This is an optimization exercise on Yosys and OpenROAD, whose aim is small area, a short achievable clock period and few clock cycles per item, not a production implementation.
RTL that was checked went through simulation tests only; none was proved equivalent to the original.
Power figures rest on the tool's default switching activity, not on a simulated workload.

rev 12:
==> module zone_map_range_pruner, before the edit <==
module zone_map_range_pruner (
  input  logic                          clk,
  input  logic                          rst,
  input  logic                          psel,
  input  logic                          penable,
  input  logic                          pwrite,
  input  logic [zmrp_pkg::ADDR_W-1:0]   paddr,
  input  logic [zmrp_pkg::DATA_W-1:0]   pwdata,
  output logic [zmrp_pkg::DATA_W-1:0]   prdata,
  output logic                          pready,
  input  logic                          ranges_valid,
  output logic                          ranges_ready,
  input  logic [zmrp_pkg::KEY_W-1:0]    ranges_range_min_key,
  input  logic [zmrp_pkg::KEY_W-1:0]    ranges_range_max_key,
  input  logic                          ranges_min_known,
  input  logic                          ranges_max_known,
  input  logic                          ranges_min_incl,
  input  logic                          ranges_max_incl,
  input  logic                          ranges_type_conflict,
  input  logic                          ranges_meta_present,
  input  logic                          ranges_meta_current,
  input  logic                          ranges_pred_compatible,
  input  logic [zmrp_pkg::PAGE_W-1:0]   ranges_page_span,
  output logic                          results_valid,
  input  logic                          results_ready,
  output logic                          results_pruned,
  output logic [zmrp_pkg::REASON_W-1:0] results_reason_code,
  output logic [zmrp_pkg::RCNT_W-1:0]   results_ranges_pruned_total,
  output logic [zmrp_pkg::RCNT_W-1:0]   results_ranges_scanned_total,
  output logic [zmrp_pkg::PSUM_W-1:0]   results_pages_pruned_total,
  output logic [zmrp_pkg::PSUM_W-1:0]   results_pages_scanned_total,
  output logic                          results_any_pruned_flag
);
  zmrp_pkg::cfg_t       cfg;
  logic                 cfg_wr;
  logic [REG_IDX_W-1:0] reg_idx;
  zmrp_pkg::cls_t       cls;
  zmrp_pkg::cls_t       head;
  logic                 head_valid;
  logic                 head_ready;
  assign pready  = 1'b1;
  assign cfg_wr  = psel && penable && pwrite;
  assign reg_idx = paddr[ADDR_W-1:3];
  always_ff @(posedge clk) begin
    if (rst) begin
      cfg <= '0;
    end else if (cfg_wr) begin
      case (reg_idx)
        REG_LOWER_KEY:    cfg.lower_bound_key          <= pwdata[KEY_W-1:0];
        REG_UPPER_KEY:    cfg.upper_bound_key          <= pwdata[KEY_W-1:0];
        REG_LOWER_EN:     cfg.lower_enable             <= pwdata[0];
        REG_UPPER_EN:     cfg.upper_enable             <= pwdata[0];
        REG_LOWER_INCL:   cfg.lower_incl               <= pwdata[0];
        REG_UPPER_INCL:   cfg.upper_incl               <= pwdata[0];
        REG_VERSION_PLAN: cfg.version_recheck_planned  <= pwdata[0];
        REG_SECURE_PLAN:  cfg.security_recheck_planned <= pwdata[0];
        default:          cfg                          <= cfg;
      endcase
    end
  end
  always_ff @(posedge clk) begin
    case (reg_idx)
      REG_LOWER_KEY:    prdata <= DATA_W'(cfg.lower_bound_key);
      REG_UPPER_KEY:    prdata <= DATA_W'(cfg.upper_bound_key);
      REG_LOWER_EN:     prdata <= {{(DATA_W-1){1'b0}}, cfg.lower_enable};
      REG_UPPER_EN:     prdata <= {{(DATA_W-1){1'b0}}, cfg.upper_enable};
      REG_LOWER_INCL:   prdata <= {{(DATA_W-1){1'b0}}, cfg.lower_incl};
      REG_UPPER_INCL:   prdata <= {{(DATA_W-1){1'b0}}, cfg.upper_incl};
      REG_VERSION_PLAN: prdata <= {{(DATA_W-1){1'b0}}, cfg.version_recheck_planned};
      default:          prdata <= {{(DATA_W-1){1'b0}}, cfg.security_recheck_planned};
    endcase
  end
  zmrp_front u_front (
    .ranges_range_min_key   (ranges_range_min_key),
    .ranges_range_max_key   (ranges_range_max_key),
    .ranges_min_known       (ranges_min_known),
    .ranges_max_known       (ranges_max_known),
    .ranges_min_incl        (ranges_min_incl),
    .ranges_max_incl        (ranges_max_incl),
    .ranges_meta_present    (ranges_meta_present),
    .ranges_meta_current    (ranges_meta_current),
    .ranges_pred_compatible (ranges_pred_compatible),
    .cfg                    (cfg),
    .below                  (cls.below),
    .above                  (cls.above),
    .meta_code              (cls.meta_code)
  );
  assign cls.type_conflict = ranges_type_conflict;
  assign cls.page_span   = ranges_page_span;
  zmrp_queue u_queue (
    .clk       (clk),
    .rst       (rst),
    .in_valid  (ranges_valid),
    .in_ready  (ranges_ready),
    .din       (cls),
    .out_valid (head_valid),
    .out_ready (head_ready),
    .dout      (head)
  );
  zmrp_back u_back (
    .clk                          (clk),
    .rst                          (rst),
    .in_valid                     (head_valid),
    .in_ready                     (head_ready),
    .head                         (head),
    .cfg                          (cfg),
    .results_valid                (results_valid),
    .results_ready                (results_ready),
    .results_pruned               (results_pruned),
    .results_reason_code          (results_reason_code),
    .results_ranges_pruned_total  (results_ranges_pruned_total),
    .results_ranges_scanned_total (results_ranges_scanned_total),
    .results_pages_pruned_total   (results_pages_pruned_total),
    .results_pages_scanned_total  (results_pages_scanned_total),
    .results_any_pruned_flag      (results_any_pruned_flag)
  );
endmodule
clock: 5.0 ns
lec_check: 0
cap_margin: 20
core_margin: 2
core_utilization: 40
setup_slack_margin: 2.0
slew_margin: 20
standard.sh (not shown) runs the stock make flow with config.mk's settings and CLKGATE_MAP_FILE= SYNTH_SCRIPT=/design/flow/synth_recipe.tcl, a recipe that flattens the netlist after the stock synthesis.
==> flow/flow/run.sh <==
#!/bin/bash
# Layout flow: the standard synthesis, then the combinational logic is
# mapped again by ABC for delay (the registers stay as the standard synthesis
# made them, with the same names and cells), then the standard ORFS layout
# with the port buffers made of plain buf_1 cells.
set -euo pipefail
WORK=$(pwd)
R=$WORK/orfs/results/sky130hd/zone_map_range_pruner/base
PORTBUF="BUFFER_PORTS_ARGS=-buffer_cell sky130_fd_sc_hd__buf_1"
DELAY_PS=$(cat flow/abc_delay_ps)

# 1. standard synthesis, up to the Yosys netlist
bash standard.sh "$PORTBUF" "$R/1_2_yosys.v" > standard_synth.log 2>&1
cp "$R/1_2_yosys.v" "$R/1_2_yosys_standard.v"

# 2. map the combinational logic again, registers kept as they are
LIB=$FLOW_HOME/platforms/sky130hd/lib/sky130_fd_sc_hd__tt_025C_1v80.lib
SEQ=$(grep -oE 'cell \("?sky130_fd_sc_hd__(df|edf|sdf|dl|sdl|ebuf|einv|lpflow|conb)[a-z0-9_]*' "$LIB" \
      | sed 's/cell ("\{0,1\}//' | sort -u | tr '\n' ' ')
DONT=$(sed -n '/^export DONT_USE_CELLS/,/^#/p' "$FLOW_HOME/platforms/sky130hd/config.mk" \
       | grep -oE 'sky130_fd_sc_hd__[a-z0-9_]+' | sort -u | sed 's/^/-dont_use /' | tr '\n' ' ')
if [[ -f flow/extra_dont_use ]]; then
  DONT="$DONT $(sed 's/^/-dont_use /' flow/extra_dont_use | tr '\n' ' ')"
fi
cat > resynth.ys <<EOS
read_liberty -ignore_miss_func $LIB
blackbox $SEQ
read_verilog $R/1_2_yosys_standard.v
hierarchy -top $FLOW_TOP
flatten
opt_clean
abc -liberty $LIB $DONT -script +strash;dch,-f;map,-D,$DELAY_PS;topo;buffer,-p;upsize,-D,$DELAY_PS;dnsize,-D,$DELAY_PS
opt_clean -purge
hilomap -singleton -hicell sky130_fd_sc_hd__conb_1 HI -locell sky130_fd_sc_hd__conb_1 LO
splitnets
opt_clean -purge
insbuf -buf sky130_fd_sc_hd__buf_4 A X
select $FLOW_TOP
write_verilog -noattr -noexpr -nohex -nodec -selected $R/1_2_yosys.v
select -clear
stat -liberty $LIB
EOS
yosys -s resynth.ys > resynth.log 2>&1
touch "$R/1_2_yosys.v"

# 3. the standard layout from the new netlist
EXTRA=()
if [[ -f flow/pre_resize.tcl ]]; then EXTRA+=("PRE_RESIZE_TCL=$WORK/flow/pre_resize.tcl"); fi
if [[ -f flow/extra_dont_use ]]; then
  PLAT_DONT=$(sed -n '/^export DONT_USE_CELLS/,/^#/p' "$FLOW_HOME/platforms/sky130hd/config.mk" \
              | grep -oE 'sky130_fd_sc_hd__[a-z0-9_]+' | tr '\n' ' ')
  EXTRA+=("DONT_USE_CELLS=$PLAT_DONT $(tr '\n' ' ' < flow/extra_dont_use)")
fi
if [[ -f flow/make_vars ]]; then while read -r v; do [[ -n "$v" ]] && EXTRA+=("$v"); done < flow/make_vars; fi
bash standard.sh "$PORTBUF" "${EXTRA[@]}" finish > standard_layout.log 2>&1
Other scripts of this flow, unchanged in this note and not shown: flow/flow/abc_delay_ps, flow/flow/extra_dont_use, flow/flow/pre_resize.tcl
The following lists how rev 13 was set up differently from rev 12:
--- a/flow/design.v
+++ b/flow/design.v
@@ -295,6 +295,7 @@
   zmrp_pkg::cfg_t       cfg;
   logic                 cfg_wr;
   logic [REG_IDX_W-1:0] reg_idx;
+  logic [7:0]           rd_sel;
   zmrp_pkg::cls_t       cls;
   zmrp_pkg::cls_t       head;
   logic                 head_valid;
@@ -320,16 +321,18 @@
     end
   end
   always_ff @(posedge clk) begin
-    case (reg_idx)
-      REG_LOWER_KEY:    prdata <= DATA_W'(cfg.lower_bound_key);
-      REG_UPPER_KEY:    prdata <= DATA_W'(cfg.upper_bound_key);
-      REG_LOWER_EN:     prdata <= {{(DATA_W-1){1'b0}}, cfg.lower_enable};
-      REG_UPPER_EN:     prdata <= {{(DATA_W-1){1'b0}}, cfg.upper_enable};
-      REG_LOWER_INCL:   prdata <= {{(DATA_W-1){1'b0}}, cfg.lower_incl};
-      REG_UPPER_INCL:   prdata <= {{(DATA_W-1){1'b0}}, cfg.upper_incl};
-      REG_VERSION_PLAN: prdata <= {{(DATA_W-1){1'b0}}, cfg.version_recheck_planned};
-      default:          prdata <= {{(DATA_W-1){1'b0}}, cfg.security_recheck_planned};
-    endcase
+    rd_sel <= 8'b1 << reg_idx;
+  end
+  always_comb begin
+    prdata    = ({DATA_W{rd_sel[REG_LOWER_KEY]}} & DATA_W'(cfg.lower_bound_key)) |
+                ({DATA_W{rd_sel[REG_UPPER_KEY]}} & DATA_W'(cfg.upper_bound_key));
+    prdata[0] = prdata[0] |
+                (rd_sel[REG_LOWER_EN]     && cfg.lower_enable) |
+                (rd_sel[REG_UPPER_EN]     && cfg.upper_enable) |
+                (rd_sel[REG_LOWER_INCL]   && cfg.lower_incl) |
+                (rd_sel[REG_UPPER_INCL]   && cfg.upper_incl) |
+                (rd_sel[REG_VERSION_PLAN] && cfg.version_recheck_planned) |
+                (rd_sel[REG_SECURE_PLAN]  && cfg.security_recheck_planned);
   end
   zmrp_front u_front (
     .ranges_range_min_key   (ranges_range_min_key),
Notes after the runs:
Diff rev 12 -> rev 13 | via count of the first global-routing pass | down by a few percent
On clock buffer and inverter area fraction after layout: rev 13 sits below rev 12.
Summary of rev 13 over rev 12: hold slack shows no meaningful change, total number of sequential cells saw a decrease, post-CTS clock slew at the launch and capture registers of the worst setup and hold paths neither gained nor lost much.
Rev 13 contains fewer vias than rev 12.
Global-route usage: rev 13 > rev 12
Diff rev 12 -> rev 13: number of clock buffer instances in the layout -8.7%; clock network fraction of design power +0.2 points; die area -about 5.5%; post-placement setup slack +500 ps.
Run comparison: rev 13 critical path launch point rd_sel[1]; rev 12 critical path launch point ranges_range_min_key[0]
Testbench counts of rev 13, summed over its fixed seeds: cycles 16,064, items 16,000.
Only the layout flow was run in rev 12; the RTL was not checked for function there.

## afterwards: timing with drivers on the ports
Ports are ideal in the flow. The routed layouts listed here were re-timed in OpenROAD.
Step 1 sets driving cells, clkbuf_16 on the clock port and buf_2 on the other inputs (assumed; they add their load-dependent delay and slew).
Step 2 moves the port delays by t, midway between the first and last clock arrival at a register: inputs arrive t later, outputs are due t later. That takes back most of the time a late clock gives input paths.
Three values: ideal, step 1, step 2; two values: the first two.
run	t (ns)	setup slack, ns	worst setup path after step 2	latest minus earliest clock arrival (ns)
rev 12	0.632	2.092 / 2.106 / 1.495	input to register	0.022 / 0.022
rev 13	0.614	2.069 / 2.010 / 1.559	input to register	0.032 / 0.032
After both steps setup and hold are still met in every run listed. For rev 12, which loses most, drivers alone change the setup slack by +0.014 ns; drivers and shift together by -0.597 ns.
